What follows belongs to an exercise in optimizing a design on an open flow for small area and a short achievable clock period; a production flow would make more cautious choices. At most, simulation tests tie the RTL to the original design; equivalence was not proved. No functional check of the RTL was part of runs 1, 2 and 5. Power and IR drop assume default switching activity.

$ cat design/flow/config.mk
export PLATFORM = sky130hd
export DESIGN_NAME = logic_probe_trigger
export DESIGN_NICKNAME = logic_probe_trigger
export VERILOG_FILES = /design/flow/design.v
export SDC_FILE = /design/flow/constraint.sdc
export NUM_CORES = 4
export LEC_CHECK = 0
export CAP_MARGIN = 20
export CORE_MARGIN = 2
export CORE_UTILIZATION = 60
export CTS_CLUSTER_DIAMETER = 60
export CTS_CLUSTER_SIZE = 24
export SETUP_SLACK_MARGIN = 2.2
export SLEW_MARGIN = 20
export SYNTH_HIERARCHICAL = 1
$ cat design/flow/constraint.sdc
create_clock -name core_clock -period 3.5 [get_ports {clock}]
set_input_delay 0.7000 -clock core_clock [delete_from_list [all_inputs] [get_ports {clock}]]
set_output_delay 0.7000 -clock core_clock [all_outputs]
set_load 0.01 [all_outputs]
$ cat design/flow/design.v
module logic_probe_trigger #(
    parameter int WIDTH = 128,
    parameter int CNTW  = 16
) (
    input  logic                  clock,
    input  logic                  reset,
    input  logic                  arm,
    input  logic [WIDTH-1:0]      channels,
    input  logic [WIDTH-1:0]      match_mask,
    input  logic [WIDTH-1:0]      match_value,
    input  logic [WIDTH-1:0]      edge_mask,
    input  logic [CNTW-1:0]       occurrences,
    input  logic [CNTW-1:0]       delay,
    input  logic [CNTW-1:0]       sample_div,
    output logic [WIDTH-1:0]      channels_out,
    output logic                  trigger,
    output logic                  sample,
    output logic [1:0]            status
);
    localparam logic [1:0] IDLE  = 2'd0;
    localparam logic [1:0] ARMED = 2'd1;
    localparam logic [1:0] DELAY = 2'd2;
    localparam logic [1:0] FIRED = 2'd3;
    localparam int NGRP = WIDTH / 4;
    logic [1:0]       state_q;
    logic [1:0]       stat_q;
    logic             trigger_q;
    logic             sample_q;
    logic [WIDTH-1:0] ch_q;
    logic [WIDTH-1:0] chout_q;
    logic [WIDTH-1:0] mask_q;
    logic [WIDTH-1:0] value_q;
    logic [WIDTH-1:0] edge_q;
    logic [NGRP-1:0]  grp_q;
    logic [CNTW-1:0]  occ_cnt_q;
    logic             occ_dec_q;
    logic             occ_gt1_q;
    logic             occ_gt2_q;
    logic [CNTW-1:0]  dly_cnt_q;
    logic             dly_zero_q;
    logic             dly_le1_q;
    logic [CNTW-1:0]  div_cnt_q;
    logic             div_zero_q;
    logic             arm_ok_s;
    logic             more_s;
    logic             count_s;
    logic [1:0]       hit_state_s;
    logic [1:0]       idle_state_s;
    logic [WIDTH-1:0] mask_d_s;
    logic [WIDTH-1:0] value_d_s;
    logic [WIDTH-1:0] edge_d_s;
    logic [5:0]       hit_d_s;
    logic [5:0]       idle_d_s;
    logic [5:0]       next_d_s;
    assign arm_ok_s = arm && (state_q != FIRED);
    for (genvar i = 0; i < WIDTH; i++) begin : g_cfg
        lpt_mux u_m (.s(arm_ok_s), .a(match_mask[i]),  .b(mask_q[i]),  .y(mask_d_s[i]));
        lpt_mux u_v (.s(arm_ok_s), .a(match_value[i]), .b(value_q[i]), .y(value_d_s[i]));
        lpt_mux u_e (.s(arm_ok_s), .a(edge_mask[i]),   .b(edge_q[i]),  .y(edge_d_s[i]));
    end
    logic [WIDTH-1:0] bit_ok_s;
    logic [NGRP-1:0]  grp_d_s;
    for (genvar i = 0; i < WIDTH; i++) begin : g_bit
        lpt_bit_ok u_ok (.q(channels[i]), .qq(ch_q[i]), .m(mask_d_s[i]), .v(value_d_s[i]),
                         .e(edge_d_s[i]), .ok(bit_ok_s[i]));
    end
    for (genvar i = 0; i < NGRP; i++) begin : g_l1
        lpt_nand4 u_n (.a(bit_ok_s[4*i +: 4]), .y(grp_d_s[i]));
    end
    logic [15:0] grp8_s;
    logic [3:0]  grp32_n_s;
    logic [1:0]  grp64_s;
    for (genvar i = 0; i < 16; i++) begin : g_l2
        lpt_nor2 u_n (.a(grp_q[2*i +: 2]), .y(grp8_s[i]));
    end
    for (genvar i = 0; i < 4; i++) begin : g_l3
        lpt_nand4 u_n (.a(grp8_s[4*i +: 4]), .y(grp32_n_s[i]));
    end
    for (genvar i = 0; i < 2; i++) begin : g_l4
        lpt_nor2 u_n (.a(grp32_n_s[2*i +: 2]), .y(grp64_s[i]));
    end
    for (genvar i = 0; i < 6; i++) begin : g_sel
        lpt_sel u_s (.a(grp64_s[0]), .b(grp64_s[1]), .h(hit_d_s[i]), .i(idle_d_s[i]),
                     .y(next_d_s[i]));
    end
    always_comb begin
        more_s  = occ_dec_q ? occ_gt2_q : occ_gt1_q;
        count_s = (state_q == ARMED) && !arm_ok_s;
        if (arm_ok_s) begin
            idle_state_s = ARMED;
            hit_state_s  = ARMED;
        end else if (state_q == ARMED) begin
            idle_state_s = ARMED;
            hit_state_s  = more_s ? ARMED : (dly_zero_q ? FIRED : DELAY);
        end else if (state_q == DELAY && dly_le1_q) begin
            idle_state_s = FIRED;
            hit_state_s  = FIRED;
        end else begin
            idle_state_s = state_q;
            hit_state_s  = state_q;
        end
        if (reset) begin
            idle_state_s = IDLE;
            hit_state_s  = IDLE;
        end
        hit_d_s  = {count_s && more_s && !reset, hit_state_s == FIRED, hit_state_s, hit_state_s};
        idle_d_s = {1'b0, idle_state_s == FIRED, idle_state_s, idle_state_s};
    end
    always_ff @(posedge clock) begin
        if (reset) begin
            ch_q    <= {WIDTH{1'b0}};
            chout_q <= {WIDTH{1'b0}};
        end else begin
            ch_q    <= channels;
            chout_q <= ch_q;
        end
    end
    always_ff @(posedge clock) begin
        mask_q  <= mask_d_s;
        value_q <= value_d_s;
        edge_q  <= edge_d_s;
        grp_q   <= grp_d_s;
    end
    always_ff @(posedge clock) begin
        state_q   <= next_d_s[1:0];
        stat_q    <= next_d_s[3:2];
        trigger_q <= next_d_s[4];
        occ_dec_q <= next_d_s[5];
    end
    always_ff @(posedge clock) begin
        if (arm_ok_s) begin
            occ_cnt_q <= (occurrences == {CNTW{1'b0}}) ? {{(CNTW-1){1'b0}}, 1'b1} : occurrences;
            occ_gt1_q <= |occurrences[CNTW-1:1];
            occ_gt2_q <= |occurrences[CNTW-1:2] | &occurrences[1:0];
        end else if (occ_dec_q) begin
            occ_cnt_q <= occ_cnt_q - {{(CNTW-1){1'b0}}, 1'b1};
            occ_gt1_q <= occ_cnt_q > CNTW'(2);
            occ_gt2_q <= occ_cnt_q > CNTW'(3);
        end
    end
    always_ff @(posedge clock) begin
        if (arm_ok_s) begin
            dly_cnt_q  <= delay;
            dly_zero_q <= delay == {CNTW{1'b0}};
            dly_le1_q  <= ~|delay[CNTW-1:1];
        end else if (state_q == DELAY) begin
            dly_cnt_q  <= dly_cnt_q - {{(CNTW-1){1'b0}}, 1'b1};
            dly_le1_q  <= dly_cnt_q <= CNTW'(2);
        end
    end
    always_ff @(posedge clock) begin
        if (reset) begin
            div_cnt_q  <= {CNTW{1'b0}};
            div_zero_q <= 1'b1;
            sample_q   <= 1'b0;
        end else if (div_zero_q) begin
            div_cnt_q  <= sample_div;
            div_zero_q <= sample_div == {CNTW{1'b0}};
            sample_q   <= 1'b1;
        end else begin
            div_cnt_q  <= div_cnt_q - {{(CNTW-1){1'b0}}, 1'b1};
            div_zero_q <= div_cnt_q == {{(CNTW-1){1'b0}}, 1'b1};
            sample_q   <= 1'b0;
        end
    end
    assign channels_out = chout_q;
    assign trigger      = trigger_q;
    assign sample       = sample_q;
    assign status       = stat_q;
endmodule
module lpt_bit_ok (
    input  logic q,
    input  logic qq,
    input  logic m,
    input  logic v,
    input  logic e,
    output logic ok
);
    assign ok = ~m | (~(q ^ v) & (~e | (qq ^ v)));
endmodule
module lpt_mux (
    input  logic s,
    input  logic a,
    input  logic b,
    output logic y
);
    assign y = s ? a : b;
endmodule
module lpt_nand4 (
    input  logic [3:0] a,
    output logic       y
);
    assign y = ~&a;
endmodule
module lpt_nor2 (
    input  logic [1:0] a,
    output logic       y
);
    assign y = ~|a;
endmodule
module lpt_sel (
    input  logic a,
    input  logic b,
    input  logic h,
    input  logic i,
    output logic y
);
    assign y = (a & b) ? h : i;
endmodule
$ cat design/flow/flow/run.sh
#!/bin/bash
# Standard layout, with plain buffers (buf_1) on the ports instead of the default delay buffers,
# and ABC told that gate outputs drive a light load (so that it does not pick x4 cells for the
# small single-gate modules of the design).
set -euo pipefail
bash standard.sh "BUFFER_PORTS_ARGS=-buffer_cell sky130_fd_sc_hd__buf_1" "ABC_LOAD_IN_FF=1" finish > standard_make.log 2>&1
$ cat design/flow/standard.sh
#!/bin/bash
# synth_recipe.tcl (not shown) runs the flow's synth.tcl, then flattens the netlist and writes it again
# the make line also repeats each setting of config.mk as NAME=value (left out here)
make -C /OpenROAD-flow-scripts/flow DESIGN_CONFIG=/design/flow/config.mk WORK_HOME=/design/flow/orfs CLKGATE_MAP_FILE= SYNTH_SCRIPT=/design/flow/synth_recipe.tcl "${@:-finish}"
==> impl_metrics.ini, run 1 <==
[synth]
ys_seq_area_frac = 0.552
synth_top_area_frac = 0.512
ys_warn_count = 7
yosysUniqueCellTypes = 47
ys_seq_elements = 732
synth_area_leaders = dfxtp_1 51%, mux2_1 16%, nor2b_1 5.9%
synth_cells = 2407
synth_nets = 2976
synth.avg_cell_area_sq_um = 11.3
synthTopCellsByCount = 696 x dfxtp_1, 390 x mux2_1, 257 x nor2b_1
synth-edff-count = 36
yosys.area.top_type = dfxtp_1
synthFlopType = dfxtp_1
synth_most_common_cell = dfxtp_1
synth_area_sq_um = 27200
async_reset_ff_frac = 0

[grt]
antenna_found_initial = 74
global_route.overflow_total = 0
grt_pass1_vias = 23299
track_usage = 0.394
grt_pass1_wl_um = 140000
grt_max_degree = 79

[clock_tree]
numCtsBuffers = 43
clk_latency_ps = 610
cts_tree = built
path_clk_slew_ps = 90
cts_num_sinks = 732
cts_buffer_depth = 3
htreeDepth = 2
clock-root-buffer = clkbuf_16

[sta]
rsz0062_at_grt = true
finalCritPeriodShare = 0.679
setup-violations-final = 0
worst_pin_slew_ps = 705
fin_worst_skew_ps = 18.5
layout_min_cycle_time_ps = 2380
hold_viol_final = 0
tns_ps = 0
final_max_slew_viol_count = 0
max_freq_ghz = 0.421
slew_headroom = 0.530

[power_and_ir_drop]
switching_share = 0.270
clock_power_share = 0.306
seqPwrFrac = 0.510
internal_power_mw = 13.6
peakVddDrop_mv = 0.459
p_comb_frac = 0.183
power_density_nw_per_um2 = 478
p_switching_mw = 5.02
p_leak_nw = 16.6

[place]
gp_congestion = 0.899
place_area_sq_um = 30700
dp_hpwl_um = 59900
port_buffers = 694

[floorplanning]
die-area_sq_um = 47000
die_w_um = 217
core_sq_um = 45100
ioPinCount = 695
die_h_um = 217
num_rows = 78
start_util = 0.603

[worst_setup_path]
cp_common_cell = nand2_8
required_ps = 3960
path_class = flop to flop
path_cells = nand2_8 -> nand2_8 -> buf_12 -> clkinv_16 -> buf_8 -> buf_16 -> mux2_4 -> nor2_1 -> a221o_1 -> nand4_1
worstSetupEndpointType = flop
worst-path-max-fanout = 6
r2r_cells = 10
cp_slowest_cell = a221o_1
cp.arrival_ps = 2840
cpPeakStageDelay_ps = 440
startpoint_type = flop

[min_path]
min_path_type = input pin to flop
worstHoldPathCells = 2

[routing]
vias = 23401
drt_wl_total_um = 105000
drc = 0
drt_iter0_markers = 1951
drtPass1Iterations = 8
wl_per_cell_um = 26.2
via_per_inst = 5.84
drtAntennaViolNets = 0

[final_layout]
finalInstanceArea_sq_um = 38900
area_delta_synth_final_pct = 43.0
num-fill-cells = 2242
layout.nets = 3888
drive_gt1_frac = 0.333

[job]
maxCapViolations = 0

[run_status]
status = timing/DRC/antenna clean
-- cell usage in the layout, fill, tap and decap left out, types with 9 or more instances in the layout --
master	instances
buf_6	155
a21boi_2	42
o21ai_1	9
a21oi_1	20
nor4_1	10
buf_16	42
buf_4	54
a21boi_1	86
dfxtp_1	572
buf_12	43
clkinv_16	20
xnor2_1	9
nor2b_1	257
nand2b_1	130
inv_2	12
mux2_2	82
nor2_1	149
nor2_2	20
xor2_1	16
a221o_1	128
or4_4	10
mux2_4	308
o21ai_2	13
buf_2	20
buf_1	560
diode_2	63
dfxtp_2	117
nand2_1	21
nand4_1	39
nor2_4	13
inv_6	9
edfxtp_1	36
o21a_1	9
nand2_4	10
clkbuf_16	45
inv_1	134
-- sequential cells by signal, summed over array words and instances (netlist names), 2 cells and up --
| name | count |
|---|---|
| value_q | 128 |
| state_q | 2 |
| edge_q | 128 |
| occ_cnt_q | 16 |
| grp_q | 32 |
| ch_q | 128 |
| div_cnt_q | 16 |
| stat_q | 2 |
| chout_q | 128 |
| dly_cnt_q | 16 |
| mask_q | 128 |
-- per-module statistics from Yosys, one instance, submodules excluded --
module | times used | cells inside | area [sq um] | flip-flops and latches
lpt_bit_ok | 128 | 5 | 31.3 | 0
lpt_sel | 6 | 2 | 15.0 | 0
lpt_nor2 | 18 | 1 | 3.75 | 0
lpt_mux | 384 | 1 | 11.3 | 0
logic_probe_trigger | 1 | 1317 | 18500 | 732
lpt_nand4 | 36 | 1 | 6.26 | 0
-- per-layer routing --
metal,track usage,part of all wire,up-vias
li1,-,-,10284
met1,0.438,0.35,11283
met2,0.657,0.47,1288
met3,0.128,0.10,512
met4,0.245,0.078,34
met5,0,0.0020,-
-- power by group through the flow --
stage	combinational [mW]	clock (mW)	sequential (mW)
floorplan	1.34	0	9.50
CTS	2.99	5.63	9.43
global placement	1.95	0	9.54
finish	3.41	5.69	9.49
detailed placement	2.02	0	9.57
global route	3.58	5.98	9.54
-- worst max-delay path, delay by kind of cell (launching register included) --
kind            cells  cell delay [ps]
compound gates      1              440
simple gates        4              540
buf+inv             4              520
flops               1              400
mux                 1              320
-- worst paths after layout --
path / slack [ps] / from / end
max: 1120 / state_q[0]$_DFF_P_ / grp_q[3]$_DFF_P_
min: 330 / match_mask[126] / mask_q[126]$_DFF_P_
max reg2reg: 1120 / state_q[0]$_DFF_P_ / grp_q[3]$_DFF_P_
min reg2reg: 460 / ch_q[107]$_SDFF_PP0_ / chout_q[107]$_SDFF_PP0_
-- repair_timing --
action                     4_1_cts  5_1_grt
buffers inserted                91       39
pin swaps                       84      116
gates cloned                    59        5
hold buffers                     0        0
resized for setup             1127      243
setup endpoints to repair      810      640
-- cell families (layout without fill, tap and decap cells) --
logic type	count (synthesis)	after routing	share of synthesized area
multiplexers	394	394	0.163
AO/OA/AOI/OAI	333	333	0.0994
flip-flops	732	732	0.552
XOR/XNOR	32	32	0.0103
buffers and inverters	191	1127	0.0264
adder cells (fa/ha/maj)	6	6	0.00276
AND/OR/NAND/NOR	718	722	0.146
other	1	64	0.000138
-- final cells by class --
cell class / instances / area (sq um) / share of cell area
flip-flops and latches: 732 / 15200 / 0.391
clock buffers: 50 / 1160 / 0.0299
well taps: 600 / 751 / 0.0193
repair inverters: 22 / 623 / 0.0160
inverters: 148 / 584 / 0.0150
diodes: 63 / 158 / 0.00405
multi-input cells: 1488 / 13600 / 0.351
repair buffers: 884 / 6540 / 0.168
clock inverters: 23 / 248 / 0.00637
-- per-stage QoR --
stage	cells	util	total power [mW]	hold WS (ps)	setup WS, ps
finish	4010	0.862	18.6	326	1120
global route	4000	0.862	19.1	308	1170
CTS	3903	0.831	18.1	299	1420
detailed placement	3680	0.682	11.6	444	683
global placement	3680	0.682	11.5	441	754
floorplan	2407	-	10.8	433	744
==> inputs of run 2 (changes only) <==
--- a/design/flow/config.mk
+++ b/design/flow/config.mk
@@ -10,6 +10,6 @@
 export CORE_UTILIZATION = 60
 export CTS_CLUSTER_DIAMETER = 60
 export CTS_CLUSTER_SIZE = 24
-export SETUP_SLACK_MARGIN = 2.2
+export SETUP_SLACK_MARGIN = 1.9
 export SLEW_MARGIN = 20
 export SYNTH_HIERARCHICAL = 1
==> impl_metrics.ini, run 2 <==
[job]
maxCapViolations = 0

[sta]
final_max_slew_viol_count = 0
fin_worst_skew_ps = 12.4
finalCritPeriodShare = 0.622
worst_pin_slew_ps = 821
setup-violations-final = 0
slew_headroom = 0.453
hold_viol_final = 0
tns_ps = 0
hold_ws_ps = 325
rsz0062_at_grt = true
layout_min_cycle_time_ps = 2180
max_freq_ghz = 0.459

[grt]
grt_pass1_vias = 21897
global_route.overflow_total = 0
track_usage = 0.364
grt_pass1_wl_um = 129000
antenna_found_initial = 61
grt_max_degree = 79

[routing]
drtAntennaViolNets = 0
via_per_inst = 5.69
drc = 0
drt_wl_total_um = 96100
drt_iter0_markers = 1713
drtPass1Iterations = 6
wl_per_cell_um = 24.3
vias = 22518

[power_and_ir_drop]
internal_power_mw = 13.3
switching_share = 0.264
clock_power_share = 0.311
power_density_nw_per_um2 = 485
peakVddDrop_mv = 0.460
seqPwrFrac = 0.523
p_comb_frac = 0.166
p_switching_mw = 4.77
p_leak_nw = 15.6

[worst_setup_path]
r2r_cells = 11
reg2reg_setup_slack_ps = 1320
cpPeakStageDelay_ps = 390
path_class = flop to flop
required_ps = 3980
path_cells = nand2_8 -> nand2_8 -> buf_12 -> buf_12 -> clkinv_16 -> buf_12 -> buf_16 -> mux2_4 -> nor2_2 -> a221o_1 -> nand4_1
startpoint_type = flop
cp.arrival_ps = 2660
worstSetupEndpointType = flop
r2r_end = grp_q[14]$_DFF_P_
cp_slowest_cell = dfxtp_4
cp_common_cell = buf_12
worst-path-max-fanout = 9
timing.rr.start = state_q[0]$_DFF_P_

[clock_tree]
cts_tree = built
numCtsBuffers = 43
path_clk_slew_ps = 100
clk_latency_ps = 600
htreeDepth = 2
clock-root-buffer = clkbuf_16
cts_num_sinks = 732
cts_buffer_depth = 3

[synth]
synth_area_sq_um = 27200
synth_area_leaders = dfxtp_1 51%, mux2_1 16%, nor2b_1 5.9%
ys_seq_elements = 732
synthFlopType = dfxtp_1
synth_top_area_frac = 0.512
synth.avg_cell_area_sq_um = 11.3
synth_nets = 2976
synthTopCellsByCount = 696 x dfxtp_1, 390 x mux2_1, 257 x nor2b_1
ys_warn_count = 7
yosysUniqueCellTypes = 47
ys_seq_area_frac = 0.552
synth-edff-count = 36
async_reset_ff_frac = 0
synth_most_common_cell = dfxtp_1
synth_cells = 2407
yosys.area.top_type = dfxtp_1

[place]
port_buffers = 694
dp_hpwl_um = 59900
gp_congestion = 0.899
place_area_sq_um = 30700

[floorplanning]
start_util = 0.603
die_w_um = 217
core_sq_um = 45100
ioPinCount = 695
num_rows = 78
die_h_um = 217
die-area_sq_um = 47000

[final_layout]
layout_common_cells = 574 x dfxtp_1, 560 x buf_1, 257 x nor2b_1
layout.nets = 3844
finalInstanceArea_sq_um = 37400
mostFrequentLayoutCell = dfxtp_1
drive_gt1_frac = 0.286
area_delta_synth_final_pct = 37.4

[run_status]
status = timing/DRC/antenna clean

[min_path]
worstHoldEndpoint = mask_q[51]$_DFF_P_
hold_start = match_mask[51]
min_path_type = input pin to flop
worstHoldPathCells = 2
-- run 2: cell types whose count changed in the layout (fill, tap and decap cells not counted), sizes merged --
cell    delta
clkbuf     +9
clkinv     -2
inv        -2
diode      -6
buf       -49
-- run 2: logic make-up after synthesis --
family	Yosys count	synth area share
buffers and inverters	191	0.0264
flip-flops	732	0.552
XOR/XNOR	32	0.0103
AND/OR/NAND/NOR	718	0.146
multiplexers	394	0.163
other	1	0.000138
AO/OA/AOI/OAI	333	0.0994
adder cells (fa/ha/maj)	6	0.00276
-- run 2: metrics by stage --
stage | power (mW) | instances | setup slack [ps] | util
detailed placement | 11.6 | 3680 | 683 | 0.682
floorplan | 10.8 | 2407 | 744 | -
finish | 18.1 | 3960 | 1320 | 0.829
global placement | 11.5 | 3680 | 754 | 0.682
CTS | 17.6 | 3854 | 1420 | 0.788
global route | 18.7 | 3945 | 1280 | 0.828
-- run 2: metal layers --
| layer | wire length [um] | GRT usage | vias to the layer above |
|---|---|---|---|
| met2 | 46800 | 0.626 | 997 |
| met3 | 8380 | 0.119 | 322 |
| met1 | 35300 | 0.403 | 10973 |
| met4 | 5510 | 0.186 | 28 |
| met5 | 169 | 0 | - |
| li1 | - | - | 10198 |
-- run 2: repair_timing --
item                                    CTS  global route
hold buffers                              0             0
buffers inserted                         62            36
resized for setup                       710           398
pin swaps                                76           116
gates cloned                             39            13
endpoints found under the setup margin  618           398
hold endpoints to repair                  0             0
-- run 2: per-module statistics from Yosys, one instance, submodules excluded --
module | area, sq um | cells inside | flops+latches | copies in the design
logic_probe_trigger | 18500 | 1317 | 732 | 1
lpt_bit_ok | 31.3 | 5 | 0 | 128
lpt_sel | 15.0 | 2 | 0 | 6
lpt_mux | 11.3 | 1 | 0 | 384
lpt_nand4 | 6.26 | 1 | 0 | 36
lpt_nor2 | 3.75 | 1 | 0 | 18
-- run 2: worst max-delay path by stage --
stage	from	to	slack [ps]	depth (start not counted)
floorplan	arm	grp_q[0]$_DFF_P_	740	7
global placement	arm	grp_q[28]$_DFF_P_	750	8
detailed placement	arm	grp_q[13]$_DFF_P_	680	8
CTS	dly_cnt_q[5]$_DFFE_PP_	dly_cnt_q[15]$_DFFE_PP_	1420	4
global route	state_q[1]$_DFF_P_	grp_q[2]$_DFF_P_	1280	10
finish	state_q[0]$_DFF_P_	grp_q[14]$_DFF_P_	1320	11
-- run 2: critical path: cells and delay by family (launching register included) --
kind	cells	cell delay, ps
mux	1	320
flops	1	390
simple gates	4	450
buf+inv	5	650
compound gates	1	200
-- run 2: layout make-up --
type | count | area (sq um)
fillers | 2600 | 7720
diodes | 57 | 143
clock buffers | 50 | 1160
well taps | 600 | 751
inverters | 148 | 584
repair buffers | 844 | 5910
multi-input cells | 1488 | 12900
repair inverters | 18 | 485
flip-flops and latches | 732 | 15200
clock inverters | 23 | 248
-- run 2: power by group through the flow --
stage	registers (mW)	logic (mW)	clock network, mW
detailed placement	9.57	2.02	0
CTS	9.41	2.57	5.63
floorplan	9.50	1.34	0
global placement	9.54	1.95	0
global route	9.53	3.20	5.96
finish	9.47	3.01	5.63
==> inputs of run 3 (changes only) <==
--- a/design/flow/design.v
+++ b/design/flow/design.v
@@ -54,9 +54,9 @@
     logic [5:0]       next_d_s;
     assign arm_ok_s = arm && (state_q != FIRED);
     for (genvar i = 0; i < WIDTH; i++) begin : g_cfg
-        lpt_mux u_m (.s(arm_ok_s), .a(match_mask[i]),  .b(mask_q[i]),  .y(mask_d_s[i]));
-        lpt_mux u_v (.s(arm_ok_s), .a(match_value[i]), .b(value_q[i]), .y(value_d_s[i]));
-        lpt_mux u_e (.s(arm_ok_s), .a(edge_mask[i]),   .b(edge_q[i]),  .y(edge_d_s[i]));
+        lpt_mux u_m (.s(arm), .a(match_mask[i]),  .b(mask_q[i]),  .y(mask_d_s[i]));
+        lpt_mux u_v (.s(arm), .a(match_value[i]), .b(value_q[i]), .y(value_d_s[i]));
+        lpt_mux u_e (.s(arm), .a(edge_mask[i]),   .b(edge_q[i]),  .y(edge_d_s[i]));
     end
     logic [WIDTH-1:0] bit_ok_s;
     logic [NGRP-1:0]  grp_d_s;
@@ -128,7 +128,7 @@
         occ_dec_q <= next_d_s[5];
     end
     always_ff @(posedge clock) begin
-        if (arm_ok_s) begin
+        if (arm) begin
             occ_cnt_q <= (occurrences == {CNTW{1'b0}}) ? {{(CNTW-1){1'b0}}, 1'b1} : occurrences;
             occ_gt1_q <= |occurrences[CNTW-1:1];
             occ_gt2_q <= |occurrences[CNTW-1:2] | &occurrences[1:0];
@@ -139,7 +139,7 @@
         end
     end
     always_ff @(posedge clock) begin
-        if (arm_ok_s) begin
+        if (arm) begin
             dly_cnt_q  <= delay;
             dly_zero_q <= delay == {CNTW{1'b0}};
             dly_le1_q  <= ~|delay[CNTW-1:1];
--- a/design/flow/config.mk
+++ b/design/flow/config.mk
@@ -10,6 +10,6 @@
 export CORE_UTILIZATION = 60
 export CTS_CLUSTER_DIAMETER = 60
 export CTS_CLUSTER_SIZE = 24
-export SETUP_SLACK_MARGIN = 1.9
+export SETUP_SLACK_MARGIN = 1.55
 export SLEW_MARGIN = 20
 export SYNTH_HIERARCHICAL = 1
==> impl_metrics.ini, run 3 <==
[run_status]
status = timing/DRC/antenna clean

[final_layout]
drive_gt1_frac = 0.0440
finalInstanceArea_sq_um = 32500
num-fill-cells = 3469
mostFrequentLayoutCell = dfxtp_1
layout_common_cells = 696 x dfxtp_1, 688 x buf_1, 390 x mux2_1
layout.nets = 3698
area_delta_synth_final_pct = 18.9

[worst_setup_path]
path_buf_inv = 1
cp_slowest_cell = dfxtp_1
worst-path-max-fanout = 1
startpoint_type = flop
cpPeakStageDelay_ps = 320
path_class = flop to output pin
path_delay_family = flip-flops
cp.arrival_ps = 1220
worstSetupEndpointType = output pin
reg2reg_setup_slack_ps = 1630
required_ps = 2800
path_cells = buf_1

[job]
maxCapViolations = 0

[synth]
ys_seq_elements = 732
synth_area_leaders = dfxtp_1 51%, mux2_1 16%, nor2b_1 5.9%
synth_area_sq_um = 27300
ys_seq_area_frac = 0.550
synthFlopType = dfxtp_1
yosys.area.top_type = dfxtp_1
synth_cells = 2402
synth-edff-count = 36
async_reset_ff_frac = 0
ys_warn_count = 7
synth_top_area_frac = 0.510
yosysUniqueCellTypes = 57
synth_most_common_cell = dfxtp_1
synth_nets = 2971
synthTopCellsByCount = 696 x dfxtp_1, 390 x mux2_1, 259 x nor2b_1
synth.avg_cell_area_sq_um = 11.4

[floorplanning]
die_h_um = 217
die-area_sq_um = 47200
num_rows = 78
die_w_um = 217
ioPinCount = 695
core_sq_um = 45200
start_util = 0.604

[routing]
drtPass1Iterations = 5
wl_per_cell_um = 20.1
via_per_inst = 5.42
drt_iter0_markers = 1171
vias = 20540
drc = 0
drtAntennaViolNets = 0
drt_wl_total_um = 76000

[sta]
finalCritPeriodShare = 0.547
slew_headroom = 0.600
worst_pin_slew_ps = 583
layout_min_cycle_time_ps = 1920
fin_worst_skew_ps = 13.6
timing.final.ws_setup_ps = 1580
max_freq_ghz = 0.522
rsz0062_at_grt = true
setup-violations-final = 0
tns_ps = 0
hold_ws_ps = 329
hold_viol_final = 0
final_max_slew_viol_count = 0

[min_path]
min_path_type = input pin to flop

[clock_tree]
hold_buffers = 0
cts_tree = built
clk_latency_ps = 600
htreeDepth = 2
cts_num_sinks = 732
numCtsBuffers = 43
cts_buffer_depth = 3
path_clk_slew_ps = 90
clock-root-buffer = clkbuf_16

[power_and_ir_drop]
power_density_nw_per_um2 = 527
finalPower_mw = 17.1
peakVddDrop_mv = 0.406
p_leak_nw = 12.9

[place]
place_area_sq_um = 30800
dp_slack_ps = 789
dp_hpwl_um = 59800
port_buffers = 694
gp_congestion = 0.894

[grt]
grt_pass1_wl_um = 112000
track_usage = 0.309
grt_pass1_vias = 20274
global_route.overflow_total = 0
grt_max_degree = 111
antenna_found_initial = 36
## run 3: cell count changes after synthesis, moves of 4 or more
cell / delta
or4_1: -11
nor2_1: -5
nor3b_2: +5
nor3_1: -9
a31oi_1: -7
o21ai_1: +10
o21ai_0: -9
nor3b_1: -4
or3_1: -6
## run 3: logic make-up after synthesis
group / share of synthesized area
other: 0.000137
adder cells (fa/ha/maj): 0.00275
buffers and inverters: 0.0265
AO/OA/AOI/OAI: 0.100
XOR/XNOR: 0.0112
AND/OR/NAND/NOR: 0.146
multiplexers: 0.163
flip-flops: 0.550
## run 3: final cells by class
cell class | count | area, sq um | area share
Timing Repair Buffer | 727 | 3010 | 0.0926
Multi-Input combinational cell | 1477 | 11600 | 0.358
Clock inverter | 22 | 263 | 0.00809
Tap cell | 600 | 751 | 0.0231
Inverter | 148 | 556 | 0.0171
Clock buffer | 52 | 1190 | 0.0367
Sequential cell | 732 | 15000 | 0.462
Antenna cell | 32 | 80.1 | 0.00247
## run 3: per-layer routing
layer | track usage | share of wire | vias up
met5 | 0 | 0.0019 | -
met2 | 0.541 | 0.49 | 650
met1 | 0.337 | 0.38 | 9847
met4 | 0.161 | 0.047 | 24
li1 | - | - | 9832
met3 | 0.0928 | 0.076 | 187
## run 3: what timing repair did
action | in CTS | in global routing
pin swaps | 0 | 3
buffers inserted | 0 | 11
setup endpoints to repair | 19 | 12
hold endpoints to repair | 0 | 0
gates resized for setup | 8 | 8
## run 3: through the flow
stage | std cells | utilization
after floorplan | 2402 | -
after global placement | 3673 | 0.682
after detailed placement | 3673 | 0.682
after CTS | 3747 | 0.714
after global routing | 3778 | 0.718
final | 3790 | 0.719
## run 3: worst reg2reg max path: stages (launching register included)
cell	delay, ps
edfxtp_1	480
or4_1	650
nor3b_2	250
xnor2_1	150
o21ai_1	90
## run 3: report_power, final
part | internal [mW] | total [mW] | switching [mW] | leakage (nW)
Sequential | 9.12 | 9.38 | 0.261 | 6.18
Combinational | 0.990 | 2.06 | 1.07 | 5.98
Clock | 2.69 | 5.69 | 3.00 | 0.716
Total | 12.8 | 17.1 | 4.33 | 12.9
## run 3: modules after synthesis (local to each module, per instance)
module / cell area [sq um] / cells inside / copies in the design / flip-flops and latches
lpt_sel: 15.0 / 2 / 6 / 0
logic_probe_trigger: 18600 / 1312 / 1 / 732
lpt_bit_ok: 31.3 / 5 / 128 / 0
lpt_nand4: 6.26 / 1 / 36 / 0
lpt_nor2: 3.75 / 1 / 18 / 0
lpt_mux: 11.3 / 1 / 384 / 0
## run 3: final timing paths
kind | startpoint | endpoint | cells after the start
setup / recovery | chout_q[104]$_SDFF_PP0_ | channels_out[104] | 1
hold / removal | match_mask[75] | mask_q[75]$_DFF_P_ | 2
setup reg to reg | occ_cnt_q[1]$_DFFE_PP_ | occ_cnt_q[9]$_DFFE_PP_ | 4
hold reg to reg | mask_q[77]$_DFF_P_ | mask_q[77]$_DFF_P_ | 1
==> inputs of run 4 (changes only) <==
--- a/design/flow/config.mk
+++ b/design/flow/config.mk
@@ -10,6 +10,6 @@
 export CORE_UTILIZATION = 60
 export CTS_CLUSTER_DIAMETER = 60
 export CTS_CLUSTER_SIZE = 24
-export SETUP_SLACK_MARGIN = 1.55
+export SETUP_SLACK_MARGIN = 1.75
 export SLEW_MARGIN = 20
 export SYNTH_HIERARCHICAL = 1
==> impl_metrics.ini, run 4 <==
[sta]
worst_pin_slew_ps = 610
tns_ps = 0
layout_min_cycle_time_ps = 1820
final_max_slew_viol_count = 0
rsz0062_at_grt = true
max_freq_ghz = 0.550
setup-violations-final = 0
finalCritPeriodShare = 0.520
slew_headroom = 0.594
hold_viol_final = 0
timing.final.ws_setup_ps = 1680
fin_worst_skew_ps = 14.5

[worst_setup_path]
worst-path-max-fanout = 5
required_ps = 3840
path_cells = or4_4 -> nor3b_2 -> xnor2_1 -> o21ai_1
worstSetupEndpointType = flop
startpoint_type = flop
r2r_cells = 4
reg2reg_setup_slack_ps = 1680
r2r_end = occ_cnt_q[9]$_DFFE_PP_
cp_slowest_cell = or4_4
cp.arrival_ps = 2160
timing.rr.start = occ_cnt_q[3]$_DFFE_PP_
path_class = flop to flop
cpPeakStageDelay_ps = 630

[routing]
drt_wl_total_um = 80400
drt_iter0_markers = 1252
via_per_inst = 5.45
drc = 0
vias = 20867
drtPass1Iterations = 5
drtAntennaViolNets = 0
wl_per_cell_um = 21.0

[job]
maxCapViolations = 0

[synth]
synth.avg_cell_area_sq_um = 11.4
synthFlopType = dfxtp_1
synth_most_common_cell = dfxtp_1
yosys.area.top_type = dfxtp_1
ys_seq_elements = 732
async_reset_ff_frac = 0
synthTopCellsByCount = 696 x dfxtp_1, 390 x mux2_1, 259 x nor2b_1
synth_cells = 2402
ys_seq_area_frac = 0.550
yosysUniqueCellTypes = 57
synth_top_area_frac = 0.510
synth_area_leaders = dfxtp_1 51%, mux2_1 16%, nor2b_1 5.9%
synth-edff-count = 36
ys_warn_count = 7
synth_nets = 2971
synth_area_sq_um = 27300

[min_path]
worstHoldPathCells = 2
hold_start = match_mask[45]
min_path_type = input pin to flop
worstHoldEndpoint = mask_q[45]$_DFF_P_

[clock_tree]
cts_buffer_depth = 3
numCtsBuffers = 44
path_clk_slew_ps = 90
cts_tree = built
hold_buffers = 0
cts_num_sinks = 732
clk_latency_ps = 610
clock-root-buffer = clkbuf_16
htreeDepth = 2

[place]
dp_hpwl_um = 60300
gp_congestion = 0.897
dp_slack_ps = 837
port_buffers = 694

[run_status]
status = timing/DRC/antenna clean

[floorplanning]
ioPinCount = 695
num_rows = 78
start_util = 0.604
core_sq_um = 45200
die_h_um = 217
die_w_um = 217
die-area_sq_um = 47200

[final_layout]
mostFrequentLayoutCell = dfxtp_1
num-fill-cells = 3256
final_util = 0.756
layout.nets = 3736
area_delta_synth_final_pct = 25.1
layout_common_cells = 591 x dfxtp_1, 560 x buf_1, 390 x mux2_1
drive_gt1_frac = 0.133

[grt]
global_route.overflow_total = 0
antenna_found_initial = 35
gr-usage-met3 = 0.0948
top_usage_layer = met2
use_met2 = 0.568
use_met1 = 0.354
grt_max_degree = 78
grt_pass1_wl_um = 117000
grt_pass1_vias = 20687
track_usage = 0.322

[power_and_ir_drop]
power_density_nw_per_um2 = 513
finalPower_mw = 17.5
peakVddDrop_mv = 0.542
p_leak_nw = 13.9
[run 4: critical path: cells and delay by family (launching register included)]
family	cells	cell delay, ps
XOR/XNOR	1	150
flip-flops	1	470
AND/OR/NAND/NOR	2	850
AO/OA/AOI/OAI	1	100
[run 4: worst max-delay path by stage]
stage / startpoint / endpoint / slack (ps)
2_1_floorplan: dly_cnt_q[2]$_DFFE_PP_ / dly_cnt_q[7]$_DFFE_PP_ / 1760
3_3_place_gp: arm / grp_q[1]$_DFF_P_ / 910
3_5_place_dp: arm / grp_q[5]$_DFF_P_ / 840
4_1_cts: chout_q[51]$_SDFF_PP0_ / channels_out[51] / 1670
5_1_grt: occ_cnt_q[5]$_DFFE_PP_ / occ_cnt_q[14]$_DFFE_PP_ / 1600
6_report: occ_cnt_q[3]$_DFFE_PP_ / occ_cnt_q[9]$_DFFE_PP_ / 1680
[run 4: kinds of logic (layout without fill, tap and decap cells)]
logic type,count (synthesis),in the layout,share of synthesized area
flip-flops,732,732,0.550
other,1,33,0.000137
AO/OA/AOI/OAI,335,335,0.100
buffers and inverters,193,989,0.0265
AND/OR/NAND/NOR,704,704,0.146
XOR/XNOR,35,35,0.0112
adder cells (fa/ha/maj),6,6,0.00275
multiplexers,396,396,0.163
[run 4: metal layers]
layer	up-vias	share of wire
met3	181	0.076
li1	9937	-
met4	14	0.047
met5	-	0.0012
met1	10065	0.38
met2	670	0.50
[run 4: report_power, final]
group / internal, mW / switching, mW / total, mW
combinational: 1.14 / 1.14 / 2.28
sequential: 9.13 / 0.274 / 9.40
clock: 2.82 / 3.03 / 5.85
[run 4: through the flow]
stage,hold slack (ps),std cells,instance area (sq um)
after CTS,290,3762,33500
after global routing,310,3819,34100
after floorplan,433,2402,27300
after detailed placement,445,3671,30800
final,313,3830,34200
after global placement,440,3671,30800
[run 4: Yosys stat by module, one instance, submodules excluded]
module,cell area [sq um],cells,copies in the design,flops+latches
lpt_nand4,6.26,1,36,0
lpt_mux,11.3,1,384,0
lpt_sel,15.0,2,6,0
logic_probe_trigger,18600,1312,1,732
lpt_bit_ok,31.3,5,128,0
lpt_nor2,3.75,1,18,0
[run 4: cell type report]
class                           count  area (sq um)  area share
Antenna cell                       32          80.1     0.00234
Clock buffer                       50          1180      0.0344
Clock inverter                     27           352      0.0103
Inverter                          148           559      0.0164
Multi-Input combinational cell   1477         11700       0.344
Sequential cell                   732         15200       0.443
Tap cell                          600           751      0.0220
Timing Repair Buffer              764          4360       0.128
[run 4: timing repair]
item	in CTS	in global routing
setup endpoints to repair	184	175
cloned	3	7
gates resized for setup	365	64
pin swaps	8	18
setup buffers	11	29
==> inputs of run 5 (changes only) <==
--- a/design/flow/design.v
+++ b/design/flow/design.v
@@ -53,6 +53,12 @@
     logic [5:0]       idle_d_s;
     logic [5:0]       next_d_s;
     assign arm_ok_s = arm && (state_q != FIRED);
+    function automatic logic [CNTW-1:0] dec(input logic [CNTW-1:0] x);
+        logic [CNTW-1:0] flip;
+        flip[0] = 1'b1;
+        for (int i = 1; i < CNTW; i++) flip[i] = flip[i-1] & ~x[i-1];
+        dec = x ^ flip;
+    endfunction
     for (genvar i = 0; i < WIDTH; i++) begin : g_cfg
         lpt_mux u_m (.s(arm), .a(match_mask[i]),  .b(mask_q[i]),  .y(mask_d_s[i]));
         lpt_mux u_v (.s(arm), .a(match_value[i]), .b(value_q[i]), .y(value_d_s[i]));
@@ -69,19 +75,19 @@
     end
     logic [15:0] grp8_s;
     logic [3:0]  grp32_n_s;
-    logic [1:0]  grp64_s;
+    logic [5:0]  grp64_s;
     for (genvar i = 0; i < 16; i++) begin : g_l2
         lpt_nor2 u_n (.a(grp_q[2*i +: 2]), .y(grp8_s[i]));
     end
     for (genvar i = 0; i < 4; i++) begin : g_l3
         lpt_nand4 u_n (.a(grp8_s[4*i +: 4]), .y(grp32_n_s[i]));
     end
-    for (genvar i = 0; i < 2; i++) begin : g_l4
-        lpt_nor2 u_n (.a(grp32_n_s[2*i +: 2]), .y(grp64_s[i]));
+    for (genvar i = 0; i < 6; i++) begin : g_l4
+        lpt_nor2 u_n (.a(grp32_n_s[2*(i%2) +: 2]), .y(grp64_s[i]));
     end
     for (genvar i = 0; i < 6; i++) begin : g_sel
-        lpt_sel u_s (.a(grp64_s[0]), .b(grp64_s[1]), .h(hit_d_s[i]), .i(idle_d_s[i]),
-                     .y(next_d_s[i]));
+        lpt_sel u_s (.a(grp64_s[2*(i/2)]), .b(grp64_s[2*(i/2)+1]), .h(hit_d_s[i]),
+                     .i(idle_d_s[i]), .y(next_d_s[i]));
     end
     always_comb begin
         more_s  = occ_dec_q ? occ_gt2_q : occ_gt1_q;
@@ -133,9 +139,9 @@
             occ_gt1_q <= |occurrences[CNTW-1:1];
             occ_gt2_q <= |occurrences[CNTW-1:2] | &occurrences[1:0];
         end else if (occ_dec_q) begin
-            occ_cnt_q <= occ_cnt_q - {{(CNTW-1){1'b0}}, 1'b1};
-            occ_gt1_q <= occ_cnt_q > CNTW'(2);
-            occ_gt2_q <= occ_cnt_q > CNTW'(3);
+            occ_cnt_q <= dec(occ_cnt_q);
+            occ_gt1_q <= |occ_cnt_q[CNTW-1:2] | &occ_cnt_q[1:0];
+            occ_gt2_q <= |occ_cnt_q[CNTW-1:2];
         end
     end
     always_ff @(posedge clock) begin
@@ -144,8 +150,8 @@
             dly_zero_q <= delay == {CNTW{1'b0}};
             dly_le1_q  <= ~|delay[CNTW-1:1];
         end else if (state_q == DELAY) begin
-            dly_cnt_q  <= dly_cnt_q - {{(CNTW-1){1'b0}}, 1'b1};
-            dly_le1_q  <= dly_cnt_q <= CNTW'(2);
+            dly_cnt_q  <= dec(dly_cnt_q);
+            dly_le1_q  <= ~|dly_cnt_q[CNTW-1:2] & ~&dly_cnt_q[1:0];
         end
     end
     always_ff @(posedge clock) begin
@@ -158,8 +164,8 @@
             div_zero_q <= sample_div == {CNTW{1'b0}};
             sample_q   <= 1'b1;
         end else begin
-            div_cnt_q  <= div_cnt_q - {{(CNTW-1){1'b0}}, 1'b1};
-            div_zero_q <= div_cnt_q == {{(CNTW-1){1'b0}}, 1'b1};
+            div_cnt_q  <= dec(div_cnt_q);
+            div_zero_q <= ~|div_cnt_q[CNTW-1:1] & div_cnt_q[0];
             sample_q   <= 1'b0;
         end
     end
--- a/design/flow/config.mk
+++ b/design/flow/config.mk
@@ -7,9 +7,9 @@
 export LEC_CHECK = 0
 export CAP_MARGIN = 20
 export CORE_MARGIN = 2
-export CORE_UTILIZATION = 60
+export CORE_UTILIZATION = 65
 export CTS_CLUSTER_DIAMETER = 60
 export CTS_CLUSTER_SIZE = 24
-export SETUP_SLACK_MARGIN = 1.75
+export SETUP_SLACK_MARGIN = 1.7
 export SLEW_MARGIN = 20
 export SYNTH_HIERARCHICAL = 1
==> impl_metrics.ini, run 5 <==
[floorplanning]
die-area_sq_um = 43400
ioPinCount = 695
die_w_um = 208
core_sq_um = 41000
die_h_um = 208
start_util = 0.662
num_rows = 74

[grt]
grt_pass1_vias = 20859
grt_max_degree = 75
antenna_found_initial = 56
global_route.overflow_total = 0
track_usage = 0.348
grt_pass1_wl_um = 116000

[sta]
setup-violations-final = 0
max_freq_ghz = 0.327
final_max_slew_viol_count = 0
slew_headroom = 0.407
fin_worst_skew_ps = 17.5
rsz0062_at_grt = true
tns_ps = 0
worst_pin_slew_ps = 889
hold_viol_final = 0
finalCritPeriodShare = 0.875
layout_min_cycle_time_ps = 3060

[routing]
drc = 0
drt_iter0_markers = 1345
vias = 20576
via_per_inst = 5.52
drtAntennaViolNets = 0
drtPass1Iterations = 8
wl_per_cell_um = 20.9
drt_wl_total_um = 77900

[synth]
synth_top_area_frac = 0.513
async_reset_ff_frac = 0
yosys.area.top_type = dfxtp_1
synthTopCellsByCount = 696 x dfxtp_1, 390 x mux2_1, 258 x nor2b_1
ys_warn_count = 7
synth-edff-count = 36
synth_nets = 2997
synth_area_sq_um = 27200
yosysUniqueCellTypes = 35
synthFlopType = dfxtp_1
synth_area_leaders = dfxtp_1 51%, mux2_1 16%, nor2b_1 5.9%
synth.avg_cell_area_sq_um = 11.4
ys_seq_area_frac = 0.553
synth_most_common_cell = dfxtp_1
ys_seq_elements = 732
synth_cells = 2390

[place]
gp_congestion = 0.939
dp_hpwl_um = 60600
port_buffers = 694
place_area_sq_um = 31000

[final_layout]
finalInstanceArea_sq_um = 33300
final_util = 0.812
area_delta_synth_final_pct = 22.6
drive_gt1_frac = 0.109
layout.nets = 3732
mostFrequentLayoutCell = dfxtp_1
layout_common_cells = 661 x dfxtp_1, 581 x buf_1, 390 x mux2_1

[worst_setup_path]
startpoint_type = flop
required_ps = 3850
path_class = flop to flop
worst-path-max-fanout = 2
worstSetupEndpointType = flop
critPathLaunch = dly_cnt_q[0]$_DFFE_PP_
reg2reg_setup_slack_ps = 440
timing.rr.start = dly_cnt_q[0]$_DFFE_PP_
r2r_end = dly_cnt_q[15]$_DFFE_PP_
r2r_cells = 17
cp.arrival_ps = 3420

[clock_tree]
cts_buffer_depth = 3
cts_num_sinks = 732
numCtsBuffers = 43
clk_latency_ps = 600
clock-root-buffer = clkbuf_16
hold_buffers = 0
htreeDepth = 2
cts_tree = built
path_clk_slew_ps = 90

[power_and_ir_drop]
p_leak_nw = 13.6
power_density_nw_per_um2 = 511
peakVddDrop_mv = 0.393

[min_path]
min_path_type = input pin to flop
worstHoldPathCells = 2
worstHoldEndpoint = mask_q[0]$_DFF_P_
hold_start = match_mask[0]

[run_status]
status = timing/DRC/antenna clean

[job]
maxCapViolations = 0
run 5: worst max-delay path by stage:
stage	endpoint	slack (ps)	cells after the start
after CTS	occ_cnt_q[15]$_DFFE_PP_	450	17
after global placement	div_cnt_q[15]$_SDFF_PP0_	490	19
after detailed placement	occ_cnt_q[15]$_DFFE_PP_	410	17
after global routing	dly_cnt_q[15]$_DFFE_PP_	350	17
after floorplan	occ_cnt_q[15]$_DFFE_PP_	540	17
final	dly_cnt_q[15]$_DFFE_PP_	440	17
run 5: metal layers:
metal	global-route usage	wire, um	share of wire	vias to the layer above
li1	-	-	-	9740
met1	0.365	28500	0.37	9879
met2	0.597	37900	0.49	691
met3	0.128	6810	0.087	244
met4	0.211	4600	0.059	22
met5	0	149	0.0019	-
run 5: metrics by stage:
step	power, mW	setup WS, ps	hold slack [ps]	instances
2_1_floorplan	10.8	539	433	2390
3_3_place_gp	11.5	494	439	3594
3_5_place_dp	11.6	413	445	3594
4_1_cts	17.0	450	298	3672
5_1_grt	17.7	354	310	3725
6_report	17.0	439	329	3729
run 5: worst max-delay path, stage by stage, from the launching register on:
cell      delay [ps]
edfxtp_1         370
inv_2             70
ha_4             160
ha_4             160
ha_4             160
ha_4             150
ha_4             160
ha_4             150
ha_4             160
ha_4             160
ha_4             160
ha_4             160
ha_4             150
ha_4             150
ha_4             150
ha_4             150
xnor2_2          120
o21ai_1           70
run 5: modules after synthesis, one instance, submodules excluded:
module | cells | cell area, sq um | flip-flops and latches | times used
logic_probe_trigger | 1296 | 18400 | 732 | 1
lpt_nor2 | 1 | 3.75 | 0 | 22
lpt_nand4 | 1 | 6.26 | 0 | 36
lpt_sel | 2 | 15.0 | 0 | 6
lpt_bit_ok | 5 | 31.3 | 0 | 128
lpt_mux | 1 | 11.3 | 0 | 384
run 5: layout make-up:
class	count	area (sq um)
Timing Repair Buffer	733	3450
Clock buffer	51	1170
Sequential cell	732	15100
Antenna cell	44	110
Inverter	177	664
Fill cell	2623	7720
Tap cell	532	666
Multi-Input combinational cell	1438	12000
Clock inverter	22	230
run 5: what timing repair did:
action                                  4_1_cts  5_1_grt
endpoints found under the setup margin      183       89
cloned                                        1        0
buffers inserted                              4       13
gates resized for setup                     162       94
pin swaps                                     9        6
run 5: cell families after synthesis:
| family | synth area share |
|---|---|
| AO/OA/AOI/OAI | 0.0941 |
| flip-flops | 0.553 |
| adder cells (fa/ha/maj) | 0.0203 |
| multiplexers | 0.163 |
| XOR/XNOR | 0.000968 |
| other | 0.000138 |
| buffers and inverters | 0.0312 |
| AND/OR/NAND/NOR | 0.137 |
run 5: power breakdown:
group	total [mW]	leakage [nW]	internal [mW]	switching (mW)
combinational	2.22	6.68	1.07	1.15
clock	5.45	0.675	2.50	2.95
sequential	9.34	6.19	9.12	0.223
total	17.0	13.6	12.7	4.32
==> inputs of run 6 (changes only) <==
--- a/design/flow/design.v
+++ b/design/flow/design.v
@@ -55,8 +55,7 @@
     assign arm_ok_s = arm && (state_q != FIRED);
     function automatic logic [CNTW-1:0] dec(input logic [CNTW-1:0] x);
         logic [CNTW-1:0] flip;
-        flip[0] = 1'b1;
-        for (int i = 1; i < CNTW; i++) flip[i] = flip[i-1] & ~x[i-1];
+        for (int i = 0; i < CNTW; i++) flip[i] = ~|(x & ((CNTW'(1) << i) - CNTW'(1)));
         dec = x ^ flip;
     endfunction
     for (genvar i = 0; i < WIDTH; i++) begin : g_cfg
@@ -182,7 +181,35 @@
     input  logic e,
     output logic ok
 );
-    assign ok = ~m | (~(q ^ v) & (~e | (qq ^ v)));
+    logic diff_s;   
+    logic same_s;   
+    lpt_xor2 u_d (.a(q), .b(v), .y(diff_s));
+    lpt_xnor2 u_s (.a(qq), .b(v), .y(same_s));
+    lpt_aoi32 u_o (.a1(m), .a2(e), .a3(same_s), .b1(m), .b2(diff_s), .y(ok));
+endmodule
+module lpt_xor2 (
+    input  logic a,
+    input  logic b,
+    output logic y
+);
+    assign y = a ^ b;
+endmodule
+module lpt_xnor2 (
+    input  logic a,
+    input  logic b,
+    output logic y
+);
+    assign y = ~(a ^ b);
+endmodule
+module lpt_aoi32 (
+    input  logic a1,
+    input  logic a2,
+    input  logic a3,
+    input  logic b1,
+    input  logic b2,
+    output logic y
+);
+    assign y = ~((a1 & a2 & a3) | (b1 & b2));
 endmodule
 module lpt_mux (
     input  logic s,
==> impl_metrics.ini, run 6 <==
[run_status]
status = timing/DRC/antenna clean

[sta]
slew_headroom = 0.531
fin_worst_skew_ps = 19.3
rsz0062_at_grt = true
max_freq_ghz = 0.530
final_max_slew_viol_count = 0
tns_ps = 0
hold_viol_final = 0
timing.final.ws_setup_ps = 1610
setup-violations-final = 0
worst_pin_slew_ps = 703
finalCritPeriodShare = 0.539
layout_min_cycle_time_ps = 1890

[place]
gp_congestion = 0.894
dp_hpwl_um = 58100
port_buffers = 694
dp_slack_ps = 704
place_area_sq_um = 29900

[clock_tree]
htreeDepth = 2
clk_latency_ps = 590
cts_tree = built
numCtsBuffers = 42
clock-root-buffer = clkbuf_16
cts_buffer_depth = 3
path_clk_slew_ps = 90
cts_num_sinks = 732

[final_layout]
mostFrequentLayoutCell = dfxtp_1
layout_common_cells = 677 x dfxtp_1, 596 x buf_1, 390 x mux2_1
finalInstanceArea_sq_um = 32300
area_delta_synth_final_pct = 21.9
layout.nets = 3460
drive_gt1_frac = 0.0899

[floorplanning]
ioPinCount = 695
core_sq_um = 39900
die_h_um = 206
die_w_um = 206
num_rows = 73
die-area_sq_um = 42300
start_util = 0.663

[synth]
synth_cells = 2138
synth.avg_cell_area_sq_um = 12.4
synthFlopType = dfxtp_1
yosys.area_share.xor_xnor = 0.0923
synth_most_common_cell = dfxtp_1
ys_seq_area_frac = 0.567
synth_nets = 2715
ys_warn_count = 7
synth_top_family_by_area = multiplexers
ys_seq_elements = 732
synth_area_sq_um = 26500
yosys.area.top_type = dfxtp_1
async_reset_ff_frac = 0
synthTopCellsByCount = 696 x dfxtp_1, 390 x mux2_1, 257 x nor2b_1
synth_compound_area_frac = 0.0567
yosysUniqueCellTypes = 49
synth-edff-count = 36
synth_top_area_frac = 0.527
synth_area_leaders = dfxtp_1 53%, mux2_1 17%, nor2b_1 6.1%
muxShareOfSynthArea = 0.168
synthAdderAreaFrac = 0.00662
synthSimpleGateAreaFrac = 0.100

[grt]
top_usage_layer = met2
use_met2 = 0.590
antenna_found_initial = 57
gr-usage-met3 = 0.124
use_met1 = 0.357
global_route.overflow_total = 0
track_usage = 0.343
grt_pass1_vias = 19124
grt_max_degree = 95
grt_pass1_wl_um = 109000

[power_and_ir_drop]
peakVddDrop_mv = 0.508
p_leak_nw = 12.3
finalPower_mw = 17.3
power_density_nw_per_um2 = 535

[routing]
wl_per_cell_um = 22.1
vias = 19218
drt_wl_total_um = 76900
drc = 0
drtAntennaViolNets = 0
drt_iter0_markers = 1041
via_per_inst = 5.52
drtPass1Iterations = 5

[worst_setup_path]
required_ps = 3830
worstSetupEndpointType = flop
startpoint_type = flop
worst-path-max-fanout = 4
r2r_cells = 7
path_class = flop to flop
cp.arrival_ps = 2220

[job]
maxCapViolations = 0

[min_path]
worstHoldPathCells = 2
min_path_type = input pin to flop
-- run 6: changes by cell type after synthesis, moves of 127 or more --
| cell | delta |
|---|---|
| xor2_1 | +140 |
| a221o_1 | -128 |
| inv_1 | -154 |
| a21boi_1 | -128 |
| nand2b_1 | -127 |
| a32oi_1 | +128 |
| xnor2_1 | +136 |
| nor2_1 | -137 |
-- run 6: kinds of logic after synthesis --
family	Yosys count
AOI/OAI and AO/OA	192
xor gates and xnor gates	279
DFF	732
muxes	394
other	1
and+or+nand+nor	462
buffers and inverters	64
adders and majority gates	14
-- run 6: repair_timing --
action,CTS,global route
resized for setup,122,79
endpoints found under the setup margin,157,98
hold buffers,0,0
pin swaps,8,10
cloned,3,4
setup buffers,10,12
-- run 6: final timing paths --
| path | to | slack, ps | start |
|---|---|---|---|
| max | dly_cnt_q[14]$_DFFE_PP_ | 1610 | dly_cnt_q[0]$_DFFE_PP_ |
| min | edge_q[41]$_DFF_P_ | 330 | edge_mask[41] |
| max reg2reg | dly_cnt_q[14]$_DFFE_PP_ | 1610 | dly_cnt_q[0]$_DFFE_PP_ |
| min reg2reg | edge_q[108]$_DFF_P_ | 460 | edge_q[108]$_DFF_P_ |
-- run 6: Yosys stat by module, one instance, submodules excluded, a selection --
module	area, sq um	flops+latches	cells inside
lpt_sel	15.0	0	2
lpt_nor2	3.75	0	1
lpt_xnor2	8.76	0	1
lpt_aoi32	8.76	0	1
lpt_mux	11.3	0	1
lpt_nand4	6.26	0	1
logic_probe_trigger	18400	732	1300
lpt_xor2	8.76	0	1
-- run 6: metal layers --
metal  wire, um  part of all wire
met5        164            0.0021
met4       4310             0.056
met3       6820             0.089
met2      37900              0.49
met1      27700              0.36
-- run 6: cell type report --
cell class / count / area (sq um)
sequential: 732 / 15000
clock buffer: 58 / 1240
fill: 2551 / 7650
clock inverter: 16 / 204
timing repair buffer: 743 / 3540
inverter: 22 / 82.6
antenna: 46 / 115
tap: 525 / 657
multi-input combinational: 1342 / 11400
-- run 6: critical path, stage by stage (launching register included) --
cell,delay [ps]
edfxtp_1,420
inv_1,90
ha_2,180
nor3b_4,260
buf_4,160
nand4_1,90
xnor2_1,180
mux2_4,260
-- run 6: where the power goes --
part	switching (mW)	internal [mW]
combinational	1.17	1.10
sequential	0.268	9.14
clock	2.82	2.76
total	4.26	13.0
-- run 6: per-stage QoR --
stage / utilization / hold slack, ps / std cells
after global routing: 0.807 / 318 / 3470
after detailed placement: 0.748 / 444 / 3335
after floorplan: - / 433 / 2138
final: 0.808 / 330 / 3484
after global placement: 0.748 / 439 / 3335
after CTS: 0.796 / 307 / 3422
==> inputs of run 7 (changes only) <==
--- a/design/flow/config.mk
+++ b/design/flow/config.mk
@@ -7,9 +7,10 @@
 export LEC_CHECK = 0
 export CAP_MARGIN = 20
 export CORE_MARGIN = 2
-export CORE_UTILIZATION = 65
-export CTS_CLUSTER_DIAMETER = 60
-export CTS_CLUSTER_SIZE = 24
+export CORE_UTILIZATION = 80
+export CTS_CLUSTER_DIAMETER = 80
+export CTS_CLUSTER_SIZE = 30
 export SETUP_SLACK_MARGIN = 1.7
 export SLEW_MARGIN = 20
 export SYNTH_HIERARCHICAL = 1
+export TNS_END_PERCENT = 20
==> impl_metrics.ini, run 7 <==
[floorplanning]
die_h_um = 186
die_w_um = 186
num_rows = 66
start_util = 0.813

[run_status]
lastStage = I/O pin placement
error = [ERROR PPL-0024] Number of IO pins (695) exceeds maximum number of available positions (666). Increase the die perimeter from 743.50um to 945.20um.
status = stopped before the end

[synth]
synth_cells = 2138
synth-edff-count = 36
ys_seq_area_frac = 0.567
yosysUniqueCellTypes = 49
async_reset_ff_frac = 0
synth_area_leaders = dfxtp_1 53%, mux2_1 17%, nor2b_1 6.1%
synth_most_common_cell = dfxtp_1
yosys.area.top_type = dfxtp_1
ys_seq_elements = 732
synth_area_sq_um = 26500
synth_top_area_frac = 0.527
synthFlopType = dfxtp_1
synthTopCellsByCount = 696 x dfxtp_1, 390 x mux2_1, 257 x nor2b_1
ys_warn_count = 7
synth.avg_cell_area_sq_um = 12.4
synth_nets = 2715
-- run 7: cell counts after synthesis --
Identical to the previous run, type by type.
-- run 7: cell families after synthesis --
family,count (synthesis),share of synthesized area
DFF,732,0.567
and+or+nand+nor,462,0.100
muxes,394,0.168
xor gates and xnor gates,279,0.0923
AOI/OAI and AO/OA,192,0.0567
buffers and inverters,64,0.00908
adders and majority gates,14,0.00662
other,1,0.000142
-- run 7: Yosys stat by module (local to each module, per instance), excerpt --
module / cell area (sq um) / flip-flops and latches / times used
logic_probe_trigger: 18400 / 732 / 1
lpt_aoi32: 8.76 / 0 / 128
lpt_mux: 11.3 / 0 / 384
lpt_nand4: 6.26 / 0 / 36
lpt_nor2: 3.75 / 0 / 22
lpt_sel: 15.0 / 0 / 6
lpt_xnor2: 8.76 / 0 / 128
lpt_xor2: 8.76 / 0 / 128
==> inputs of run 8 (changes only) <==
--- a/design/flow/config.mk
+++ b/design/flow/config.mk
@@ -7,10 +7,9 @@
 export LEC_CHECK = 0
 export CAP_MARGIN = 20
 export CORE_MARGIN = 2
-export CORE_UTILIZATION = 80
+export CORE_UTILIZATION = 72
 export CTS_CLUSTER_DIAMETER = 80
 export CTS_CLUSTER_SIZE = 30
 export SETUP_SLACK_MARGIN = 1.7
 export SLEW_MARGIN = 20
 export SYNTH_HIERARCHICAL = 1
-export TNS_END_PERCENT = 20
==> impl_metrics.ini, run 8 <==
[run_status]
status = timing/DRC/antenna clean

[routing]
drc = 0
drt_wl_total_um = 79600
drtPass1Iterations = 5
vias = 19672
wl_per_cell_um = 23.3
via_per_inst = 5.76
drtAntennaViolNets = 0
drt_iter0_markers = 1152

[synth]
synth.avg_cell_area_sq_um = 12.4
ys_seq_elements = 732
synth_nets = 2715
synth_area_leaders = dfxtp_1 53%, mux2_1 17%, nor2b_1 6.1%
synthTopCellsByCount = 696 x dfxtp_1, 390 x mux2_1, 257 x nor2b_1
synth_cells = 2138
synth-edff-count = 36
synthFlopType = dfxtp_1
yosysUniqueCellTypes = 49
synth_top_area_frac = 0.527
ys_warn_count = 7
async_reset_ff_frac = 0
synth_most_common_cell = dfxtp_1
ys_seq_area_frac = 0.567
yosys.area.top_type = dfxtp_1
synth_area_sq_um = 26500

[grt]
use_met1 = 0.394
global_route.overflow_total = 0
grt_pass1_wl_um = 113000
grt_max_degree = 111
grt_pass1_vias = 19653
top_usage_layer = met2
track_usage = 0.387
antenna_found_initial = 68
use_met2 = 0.662
gr-usage-met3 = 0.122

[sta]
tns_ps = 0
fin_worst_skew_ps = 17.6
worst_pin_slew_ps = 764
finalCritPeriodShare = 0.536
hold_viol_final = 0
slew_headroom = 0.490
max_freq_ghz = 0.533
timing.final.ws_setup_ps = 1620
layout_min_cycle_time_ps = 1880
setup-violations-final = 0
rsz0062_at_grt = true
final_max_slew_viol_count = 0

[place]
gp_congestion = 0.963
placed_cells = 3279
port_buffers = 694
dp_slack_ps = 814
dp_hpwl_um = 59000

[final_layout]
final-instance-count-excl-fill = 3416
layout_common_cells = 650 x dfxtp_1, 568 x buf_1, 388 x mux2_1
drive_gt1_frac = 0.102
layout.nets = 3446
num-fill-cells = 1855
mostFrequentLayoutCell = dfxtp_1
area_delta_synth_final_pct = 20.4

[floorplanning]
die-area_sq_um = 38300
start_util = 0.726
num_rows = 70
die_h_um = 196
die_w_um = 196
ioPinCount = 695
core_sq_um = 36400

[worst_setup_path]
worst-path-max-fanout = 5
cp.arrival_ps = 2380
r2r_cells = 5
required_ps = 4010
cpPeakStageDelay_ps = 530
worstSetupEndpointType = flop
path_buf_inv = 1
path_depth = 5
path_class = flop to flop
path_delay_family = simple AND/OR/NAND/NOR gates
startpoint_type = flop
cp_slowest_cell = or4_4
path_cells = inv_2 -> ha_4 -> or3b_4 -> or4_4 -> a311oi_1

[power_and_ir_drop]
power_density_nw_per_um2 = 508
internal_power_mw = 12.1
finalPower_mw = 16.2
seqPwrFrac = 0.582
p_switching_mw = 4.08
clock_power_share = 0.274
switching_share = 0.252
p_leak_nw = 12.2
p_comb_frac = 0.144
peakVddDrop_mv = 0.529

[clock_tree]
cts_num_sinks = 732
hold_buffers = 0
path_clk_slew_ps = 120
cts_tree = built
clock-root-buffer = clkbuf_16
cts_buffer_depth = 3
numCtsBuffers = 30
clk_latency_ps = 620
htreeDepth = 1

[min_path]
min_path_type = input pin to flop
worstHoldPathCells = 2

[job]
maxCapViolations = 0
[run 8: cell counts after synthesis]
Identical to the previous run, type by type.
[run 8: per-layer routing]
layer	wire length [um]	part of all wire
met4	6410	0.080
met2	39600	0.50
met1	26500	0.33
met5	126	0.0016
met3	7000	0.088
[run 8: metrics by stage]
| stage | area [sq um] | hold WS (ps) | utilization |
|---|---|---|---|
| after detailed placement | 29800 | 444 | 0.818 |
| after global placement | 29800 | 439 | 0.818 |
| final | 31900 | 315 | 0.875 |
| after CTS | 31300 | 301 | 0.858 |
| after global routing | 31800 | 315 | 0.874 |
| after floorplan | 26500 | 433 | - |
[run 8: modules after synthesis, one instance, submodules excluded, excerpt]
| module | copies in the design | cell area [sq um] | flip-flops and latches | cells inside |
|---|---|---|---|---|
| lpt_mux | 384 | 11.3 | 0 | 1 |
| lpt_aoi32 | 128 | 8.76 | 0 | 1 |
| lpt_nor2 | 22 | 3.75 | 0 | 1 |
| logic_probe_trigger | 1 | 18400 | 732 | 1300 |
| lpt_sel | 6 | 15.0 | 0 | 2 |
| lpt_nand4 | 36 | 6.26 | 0 | 1 |
| lpt_xnor2 | 128 | 8.76 | 0 | 1 |
| lpt_xor2 | 128 | 8.76 | 0 | 1 |
[run 8: what timing repair did]
item,4_1_cts,5_1_grt
pin swaps,7,12
endpoints found under the setup margin,203,134
resized for setup,169,119
setup buffers,12,8
cloned,2,4
[run 8: layout make-up]
type | instances | area, sq um | area share
well taps | 468 | 586 | 0.0184
repair buffers | 741 | 3650 | 0.115
inverters | 22 | 86.3 | 0.00271
flip-flops and latches | 732 | 15100 | 0.473
clock buffers | 36 | 815 | 0.0256
clock inverters | 11 | 143 | 0.00447
diodes | 64 | 160 | 0.00502
multi-input cells | 1342 | 11300 | 0.356
[run 8: worst register-to-register path, stage by stage, from the launching register on]
cell	delay, ps
dfxtp_2	340
inv_2	60
ha_4	120
or3b_4	410
or4_4	530
a311oi_1	310
[run 8: power by group through the flow]
| stage | logic [mW] | registers [mW] | clock network, mW |
|---|---|---|---|
| finish | 2.32 | 9.42 | 4.44 |
| global route | 2.51 | 9.48 | 4.73 |
| CTS | 2.22 | 9.40 | 4.44 |
| detailed placement | 2.12 | 9.58 | 0 |
| global placement | 2.01 | 9.54 | 0 |
| floorplan | 1.36 | 9.51 | 0 |
[run 8: cells by family after synthesis]
kind of cell               Yosys count  synth area share
xor gates and xnor gates           279            0.0923
DFF                                732             0.567
buffers and inverters               64           0.00908
muxes                              394             0.168
and+or+nand+nor                    462             0.100
other                                1          0.000142
adders and majority gates           14           0.00662
AOI/OAI and AO/OA                  192            0.0567
[run 8: final timing paths]
kind	from	end	slack (ps)
hold / removal	edge_mask[126]	edge_q[126]$_DFF_P_	310
setup / recovery	div_cnt_q[0]$_SDFF_PP0_	div_cnt_q[11]$_SDFF_PP0_	1620
hold reg to reg	edge_q[10]$_DFF_P_	edge_q[10]$_DFF_P_	470
setup reg to reg	div_cnt_q[0]$_SDFF_PP0_	div_cnt_q[11]$_SDFF_PP0_	1620

## afterwards: timing with drivers on the ports
The results above use ideal ports. As a check the final layouts listed here were re-extracted and re-timed, cells and wires unchanged. Step 1, drivers: a clkbuf_16 drives clock and a buf_2 each remaining input, both assumed. Step 2, shift: input delay + t, output delay - t, t = (earliest + latest rising clock arrival at the registers) / 2. This alone moves slack from input paths to output paths. Slacks: ideal ports / drivers / drivers and shift; pairs: ideal ports / drivers.
run	t, ns	slack for setup (ns)	hold slack, ns	worst setup path at the end
run 1	0.662	1.122 / 1.122 / 0.683	0.326 / 0.290 / 0.461	input to register
run 2	0.659	1.323 / 1.323 / 0.873	0.325 / 0.293 / 0.464	input to register
run 3	0.646	1.585 / 1.527 / 0.983	0.329 / 0.300 / 0.461	input to register
run 4	0.660	1.681 / 1.652 / 1.101	0.313 / 0.282 / 0.464	input to register
run 5	0.653	0.439 / 0.439 / 0.439	0.329 / 0.293 / 0.462	register to register
run 6	0.643	1.615 / 1.542 / 0.899	0.330 / 0.315 / 0.461	input to register
run 8	0.659	1.625 / 1.554 / 0.895	0.315 / 0.291 / 0.467	input to register
After both steps setup and hold are still met in every run listed. For run 8, which loses most, drivers alone change the setup slack by -0.071 ns; drivers and shift together by -0.730 ns.
